This is an optimization exercise on Yosys and OpenROAD, whose aim is small area, a short achievable clock period and few clock cycles per item, not a production implementation. At most, simulation tests tie the RTL to the original design; equivalence was not proved.

==> flow/design.v <==
package sm3_expnd_pkg;
    typedef logic [32-1:0] sm3_word_t;
endpackage
`timescale 1ns/1ps
module sm3_expnd_ctrl (
    input  logic clk,
    input  logic rst_n,
    input  logic pad_vld_i,
    input  logic pad_lst_i,
    output logic pad_rdy_o,
    output logic sel_exp_o,      
    output logic sel_pad_o,      
    output logic expnd_vld_o,
    output logic expnd_lst_o
);
    logic [6:0] idx_q;       
    logic [3:0] dbt_q;       
    logic       done_q;      
    logic       lst_q;       
    logic       lsto_q;
    logic       rdy_q;       
    logic       exp_q;       
    logic       vld_q;
    logic [6:0] idx_d;
    logic [3:0] dbt_d;
    logic       done_d;
    logic       fin_d;
    logic       rdy_d;
    logic       exp_d;
    logic       pad_acc;
    assign pad_acc = pad_vld_i && rdy_q;
    always_comb begin
        idx_d  = idx_q;
        dbt_d  = dbt_q;
        done_d = done_q;
        fin_d  = 1'b0;
        if (exp_q) begin
            if (idx_q == 7'(67)) begin
                idx_d = '0;
                fin_d = 1'b1;
            end else begin
                idx_d = idx_q + 7'd1;
            end
        end else if (pad_acc) begin
            idx_d  = idx_q + 7'd1;
            done_d = 1'b0;
        end else if (idx_q != 7'd0) begin
            dbt_d  = dbt_q + 4'd1;
            done_d = done_q || (vld_q && rdy_q);
        end
        exp_d = (idx_d[6:4] != 3'd0);
        rdy_d = !exp_d && (dbt_d == 4'd0);
    end
    always_ff @(posedge clk or negedge rst_n) begin
        if (!rst_n) begin
            idx_q  <= '0;
            dbt_q  <= '0;
            done_q <= 1'b0;
            lst_q  <= 1'b0;
            lsto_q <= 1'b0;
            rdy_q  <= 1'b1;
            exp_q  <= 1'b0;
            vld_q  <= 1'b0;
        end else begin
            idx_q  <= idx_d;
            dbt_q  <= dbt_d;
            done_q <= done_d;
            rdy_q  <= rdy_d;
            exp_q  <= exp_d;
            lsto_q <= fin_d && lst_q;
            vld_q  <= exp_d || fin_d
                   || (rdy_d && !done_d && (idx_d >= 7'(5)));
            if (pad_acc) begin
                lst_q <= (lst_q && idx_q != 7'd0) || pad_lst_i;
            end
        end
    end
    assign pad_rdy_o   = rdy_q;
    assign sel_exp_o   = exp_q;
    assign sel_pad_o   = rdy_q;
    assign expnd_vld_o = vld_q;
    assign expnd_lst_o = lsto_q;
endmodule
`timescale 1ns/1ps
module sm3_word_window (
    input  logic                     clk,
    input  logic                     sel_exp_i,
    input  logic                     sel_pad_i,
    input  sm3_expnd_pkg::sm3_word_t pad_d_i,
    output sm3_expnd_pkg::sm3_word_t wj_o,
    output sm3_expnd_pkg::sm3_word_t wjj_o
);
    localparam int NEWEST = 16 - 1;
    sm3_expnd_pkg::sm3_word_t win_q [16];
    sm3_expnd_pkg::sm3_word_t mix_word;
    sm3_expnd_pkg::sm3_word_t exp_word;
    sm3_expnd_pkg::sm3_word_t push_word;
    function automatic sm3_expnd_pkg::sm3_word_t rotl(input sm3_expnd_pkg::sm3_word_t x, input int unsigned n);
        rotl = (x << n) | (x >> (32 - n));
    endfunction
    function automatic sm3_expnd_pkg::sm3_word_t p1(input sm3_expnd_pkg::sm3_word_t x);
        p1 = x ^ rotl(x, 15) ^ rotl(x, 23);
    endfunction
    assign mix_word = win_q[0] ^ win_q[7] ^ rotl(win_q[13], 15);
    assign exp_word = p1(mix_word) ^ rotl(win_q[3], 7) ^ win_q[10];
    assign push_word = sel_exp_i ? exp_word : (sel_pad_i ? pad_d_i : win_q[0]);
    always_ff @(posedge clk) begin
        for (int i = 0; i < NEWEST; i++) begin
            win_q[i] <= win_q[i + 1];
        end
        win_q[NEWEST] <= push_word;
    end
    assign wj_o  = win_q[NEWEST - 4];
    assign wjj_o = win_q[NEWEST - 4] ^ win_q[NEWEST];   
endmodule
`timescale 1ns/1ps
module sm3_expnd_top (
    input  logic      clk,
    input  logic      rst_n,
    input  sm3_expnd_pkg::sm3_word_t pad_d_i,
    input  logic      pad_vld_i,
    input  logic      pad_lst_i,
    output logic      pad_rdy_o,
    output sm3_expnd_pkg::sm3_word_t wj_o,
    output sm3_expnd_pkg::sm3_word_t wjj_o,
    output logic      expnd_vld_o,
    output logic      expnd_lst_o
);
    logic sel_exp;
    logic sel_pad;
    sm3_expnd_ctrl u_ctrl (
        .clk         (clk),
        .rst_n       (rst_n),
        .pad_vld_i   (pad_vld_i),
        .pad_lst_i   (pad_lst_i),
        .pad_rdy_o   (pad_rdy_o),
        .sel_exp_o   (sel_exp),
        .sel_pad_o   (sel_pad),
        .expnd_vld_o (expnd_vld_o),
        .expnd_lst_o (expnd_lst_o)
    );
    sm3_word_window u_window (
        .clk       (clk),
        .sel_exp_i (sel_exp),
        .sel_pad_i (sel_pad),
        .pad_d_i   (pad_d_i),
        .wj_o      (wj_o),
        .wjj_o     (wjj_o)
    );
endmodule
export LEC_CHECK = 0
export CAP_MARGIN = 20
export CORE_MARGIN = 2
export CORE_UTILIZATION = 40
export SLEW_MARGIN = 20
create_clock -name core_clock -period 3.5 [get_ports {clk}]
run.sh (not shown) runs the stock make flow with config.mk's settings and CLKGATE_MAP_FILE= SYNTH_SCRIPT=/design/flow/synth_recipe.tcl, a recipe that flattens the netlist after the stock synthesis.
The first run finished clean.
Testbench counts at the start, summed over its fixed seeds: cycles 6,536, items 6,144.
Then changed:
--- a/flow/design.v
+++ b/flow/design.v
@@ -93,5 +93,8 @@
     localparam int NEWEST = 16 - 1;
     sm3_expnd_pkg::sm3_word_t win_q [16];
-    sm3_expnd_pkg::sm3_word_t mix_word;
+    sm3_expnd_pkg::sm3_word_t part_q;    
+    sm3_expnd_pkg::sm3_word_t wjj_q;
+    sm3_expnd_pkg::sm3_word_t old_mix;
+    sm3_expnd_pkg::sm3_word_t part_d;
     sm3_expnd_pkg::sm3_word_t exp_word;
     sm3_expnd_pkg::sm3_word_t push_word;
@@ -102,6 +105,7 @@
         p1 = x ^ rotl(x, 15) ^ rotl(x, 23);
     endfunction
-    assign mix_word = win_q[0] ^ win_q[7] ^ rotl(win_q[13], 15);
-    assign exp_word = p1(mix_word) ^ rotl(win_q[3], 7) ^ win_q[10];
+    assign old_mix = win_q[1] ^ win_q[8];
+    assign part_d  = p1(old_mix) ^ rotl(win_q[4], 7) ^ win_q[11];
+    assign exp_word = part_q ^ rotl(win_q[13], 15) ^ rotl(win_q[13], 30) ^ rotl(win_q[13], 6);
     assign push_word = sel_exp_i ? exp_word : (sel_pad_i ? pad_d_i : win_q[0]);
     always_ff @(posedge clk) begin
@@ -110,7 +114,9 @@
         end
         win_q[NEWEST] <= push_word;
+        part_q        <= part_d;
+        wjj_q         <= win_q[NEWEST - 3] ^ push_word;
     end
     assign wj_o  = win_q[NEWEST - 4];
-    assign wjj_o = win_q[NEWEST - 4] ^ win_q[NEWEST];   
+    assign wjj_o = wjj_q;   
 endmodule
 `timescale 1ns/1ps
First-iteration DRC count grows by 16%.
Register-to-register slack gets better by 120 ps.
Count of clock-buffer cells in the layout grows by 10.
Design area grows by 12%.
Wire length grows by 19%.
Worst hold slack gets better by 4.4 ps.
Die area grows by 12%.
Global-route usage grows by 0.82 points.
Setup slack gets better by 53 ps.
Synthesized area grows by 13%.
Utilization shrinks by 0.21 points.
Testbench counts after the change, summed over its fixed seeds: cycles 6,536, items 6,144.

========
## red
sm3_expnd_top, a different RTL version from the one above (not shown whole).
Size in the first run: roughly 1,000 cells after synthesis, roughly 100 I/O pins, roughly 15,000 um2 of cells after synthesis.
## sm3_expnd_top
module sm3_expnd_top (
    input  logic      clk,
    input  logic      rst_n,
    input  sm3_expnd_pkg::sm3_word_t pad_d_i,
    input  logic      pad_vld_i,
    input  logic      pad_lst_i,
    output logic      pad_rdy_o,
    output sm3_expnd_pkg::sm3_word_t wj_o,
    output sm3_expnd_pkg::sm3_word_t wjj_o,
    output logic      expnd_vld_o,
    output logic      expnd_lst_o
);
==> module sm3_expnd_ctrl, before the edit <==
module sm3_expnd_ctrl (
    input  logic clk,
    input  logic rst_n,
    input  logic pad_vld_i,
    input  logic pad_lst_i,
    output logic pad_rdy_o,
    output logic sel_exp_o,      
    output logic sel_wexp_o,     
    output logic sel_pad_o,      
    output logic expnd_vld_o,
    output logic expnd_lst_o
);
    logic [6:0] idx_q;       
    logic [3:0] dbt_q;       
    logic       done_q;      
    logic       lst_q;       
    logic       tlst_q;      
    logic       lsto_q;
    logic       rdy_q;       
    logic       exp_q;       
    logic       wexp_q;      
    logic       vld_q;
    logic       selp_q;      
    logic [3:0] tail_q;      
    logic       f_end_q;     
    logic       f_w15_q;     
    logic       f_idx0_q;    
    logic       f_ge4_q;     
    logic       f_ge5_q;     
    logic       f_dbt15_q;   
    logic       pad_acc;
    logic       inc;         
    logic       wrap;        
    logic       turn;        
    logic       rdy_d;
    logic       exp_d;
    logic       vld_d;
    logic [3:0] tail_d;
    assign pad_acc = pad_vld_i && selp_q && !exp_q;
    assign inc     = exp_q || (pad_vld_i && selp_q);
    assign wrap    = exp_q && f_end_q;
    assign turn    = !exp_q && !(pad_vld_i && selp_q) && !f_idx0_q;
    assign tail_d  = {tail_q[2:0], wrap};
    always_comb begin
        if (exp_q) begin
            exp_d = !f_end_q;
            rdy_d = f_end_q;
            vld_d = 1'b1;                        
        end else if (selp_q) begin
            exp_d = pad_vld_i && f_w15_q;
            rdy_d = pad_vld_i ? !f_w15_q : f_idx0_q;
            vld_d = pad_vld_i && f_ge4_q;
        end else begin
            exp_d = 1'b0;
            rdy_d = f_idx0_q || f_dbt15_q;       
            vld_d = f_dbt15_q && f_ge5_q && !done_q;
        end
    end
    always_ff @(posedge clk or negedge rst_n) begin
        if (!rst_n) begin
            idx_q     <= '0;
            dbt_q     <= '0;
            done_q    <= 1'b0;
            lst_q     <= 1'b0;
            tlst_q    <= 1'b0;
            lsto_q    <= 1'b0;
            rdy_q     <= 1'b0;    
            selp_q    <= 1'b0;
            exp_q     <= 1'b0;
            wexp_q    <= 1'b0;
            vld_q     <= 1'b0;
            tail_q    <= '0;
            f_end_q   <= 1'b0;
            f_w15_q   <= 1'b0;
            f_idx0_q  <= 1'b1;
            f_ge4_q   <= 1'b0;
            f_ge5_q   <= 1'b0;
            f_dbt15_q <= 1'b0;
        end else begin
            rdy_q  <= rdy_d;
            selp_q <= rdy_d || exp_d;
            exp_q  <= exp_d;
            wexp_q <= exp_d || (tail_d[2:0] != 3'd0);
            vld_q  <= vld_d || (tail_d[3:1] != 3'd0);
            tail_q <= tail_d;
            lsto_q <= tail_q[2] && tlst_q;
            if (wrap) begin
                tlst_q <= lst_q;
            end
            if (inc) begin
                idx_q     <= wrap ? 7'd0 : idx_q + 7'd1;
                f_end_q   <= (idx_q == 7'(64 - 1));
                f_w15_q   <= (idx_q == 7'd14);
                f_idx0_q  <= wrap;
                f_ge4_q   <= !wrap && (idx_q >= 7'd3);
                f_ge5_q   <= !wrap && (idx_q >= 7'(5 - 1));
            end
            if (turn) begin
                dbt_q     <= dbt_q + 4'd1;
                f_dbt15_q <= (dbt_q == 4'd14);
            end
            if (pad_acc) begin
                done_q <= 1'b0;
                lst_q  <= (lst_q && !f_idx0_q) || pad_lst_i;
            end else if (turn) begin
                done_q <= done_q || f_ge5_q;
            end
        end
    end
    assign pad_rdy_o   = rdy_q;
    assign sel_exp_o   = exp_q;
    assign sel_wexp_o  = wexp_q;
    assign sel_pad_o   = selp_q;
    assign expnd_vld_o = vld_q;
    assign expnd_lst_o = lsto_q;
endmodule
Settings: LEC_CHECK=0, CAP_MARGIN=20, CORE_MARGIN=2, CORE_UTILIZATION=65, CTS_CLUSTER_DIAMETER=80, CTS_CLUSTER_SIZE=30, SETUP_SLACK_MARGIN=1.7, SLEW_MARGIN=20; clock period 3.5 ns.
standard.sh (not shown) runs the stock make flow with config.mk's settings and CLKGATE_MAP_FILE= SYNTH_SCRIPT=/design/flow/synth_recipe.tcl, a recipe that flattens the netlist after the stock synthesis.
==> flow/flow/run.sh <==
#!/bin/bash
# The standard layout, with every port buffered by a buf_2 instead of the
# buffer buffer_ports picks by itself.
set -euo pipefail
export BUFFER_PORTS_ARGS="-buffer_cell sky130_fd_sc_hd__buf_2"
bash standard.sh finish > standard.log 2>&1
The inputs of blue differ from those of red as listed below.
--- a/flow/design.v
+++ b/flow/design.v
@@ -41,8 +41,8 @@
     logic       vld_d;
     logic [3:0] tail_d;
-    assign pad_acc = pad_vld_i && selp_q && !exp_q;
-    assign inc     = exp_q || (pad_vld_i && selp_q);
+    assign pad_acc = pad_vld_i && rdy_q;
+    assign inc     = exp_q || pad_acc;
     assign wrap    = exp_q && f_end_q;
-    assign turn    = !exp_q && !(pad_vld_i && selp_q) && !f_idx0_q;
+    assign turn    = !exp_q && !pad_acc && !f_idx0_q;
     assign tail_d  = {tail_q[2:0], wrap};
     always_comb begin
@@ -51,5 +51,5 @@
             rdy_d = f_end_q;
             vld_d = 1'b1;                        
-        end else if (selp_q) begin
+        end else if (rdy_q) begin
             exp_d = pad_vld_i && f_w15_q;
             rdy_d = pad_vld_i ? !f_w15_q : f_idx0_q;
@@ -108,5 +108,5 @@
                 lst_q  <= (lst_q && !f_idx0_q) || pad_lst_i;
             end else if (turn) begin
-                done_q <= done_q || f_ge5_q;
+                done_q <= done_q || vld_q;
             end
         end
red: full flow OK, the timing, design-rule and antenna checks passed. blue finished every step from synthesis to the final layout, and the layout passed the timing, design-rule and antenna checks. In the reports for blue and red, the smaller maximum frequency belongs to blue. Mean area per synthesized cell: blue < red. Against red, blue comes in 0.036 ns lower on final worst setup slack. From red to blue the numbers moved as follows: routed wire length shrank by 1.3%. Compared with red, in blue layout buffer count excluding clock buffers has decreased, cell area has remained practically unchanged, slack of the worst reg-to-reg path has remained practically unchanged. Taking red as the reference, in blue post-DP HPWL essentially unchanged; first-iteration DRC count went up by about 27%. Timing startpoint of the critical path = u_window.win_q[11][20]: red; timing startpoint of the critical path = u_ctrl.rdy_q: blue.
Testbench counts of blue, summed over its fixed seeds: cycles 6,272, items 6,144.
No functional check of the RTL was part of red.

what the ideal ports hide:
The flow's constraints put no driver on any port. The routed layouts listed below were extracted and timed again, unchanged, in two steps.
Step 1: set_driving_cell puts a clkbuf_16 on clk and a buf_2 on each other input, an assumption about the parent block.
Step 2 times the ports against the registers' clock, not the clock port: input delays grow and output delays shrink by t, the midpoint of the rising clock arrivals with the driver on.
Slacks: ideal ports / drivers / drivers and shift; pairs: ideal ports / drivers.
run	t (ns)	setup slack, ns	worst setup path at the end	cell pins on the clock port's net
the first run of note 1	0.586	1.105 / 1.055 / 0.976	input to register	1
the second run of note 1	0.624	1.158 / 1.111 / 1.105	input to register	1
red	0.583	1.733 / 1.685 / 1.704	input to register	1
blue	0.575	1.697 / 1.650 / 1.654	input to register	1
After both steps every run listed still meets setup and hold. For the first run of note 1, which loses most, drivers alone change the setup slack by -0.050 ns; drivers and shift together by -0.129 ns.
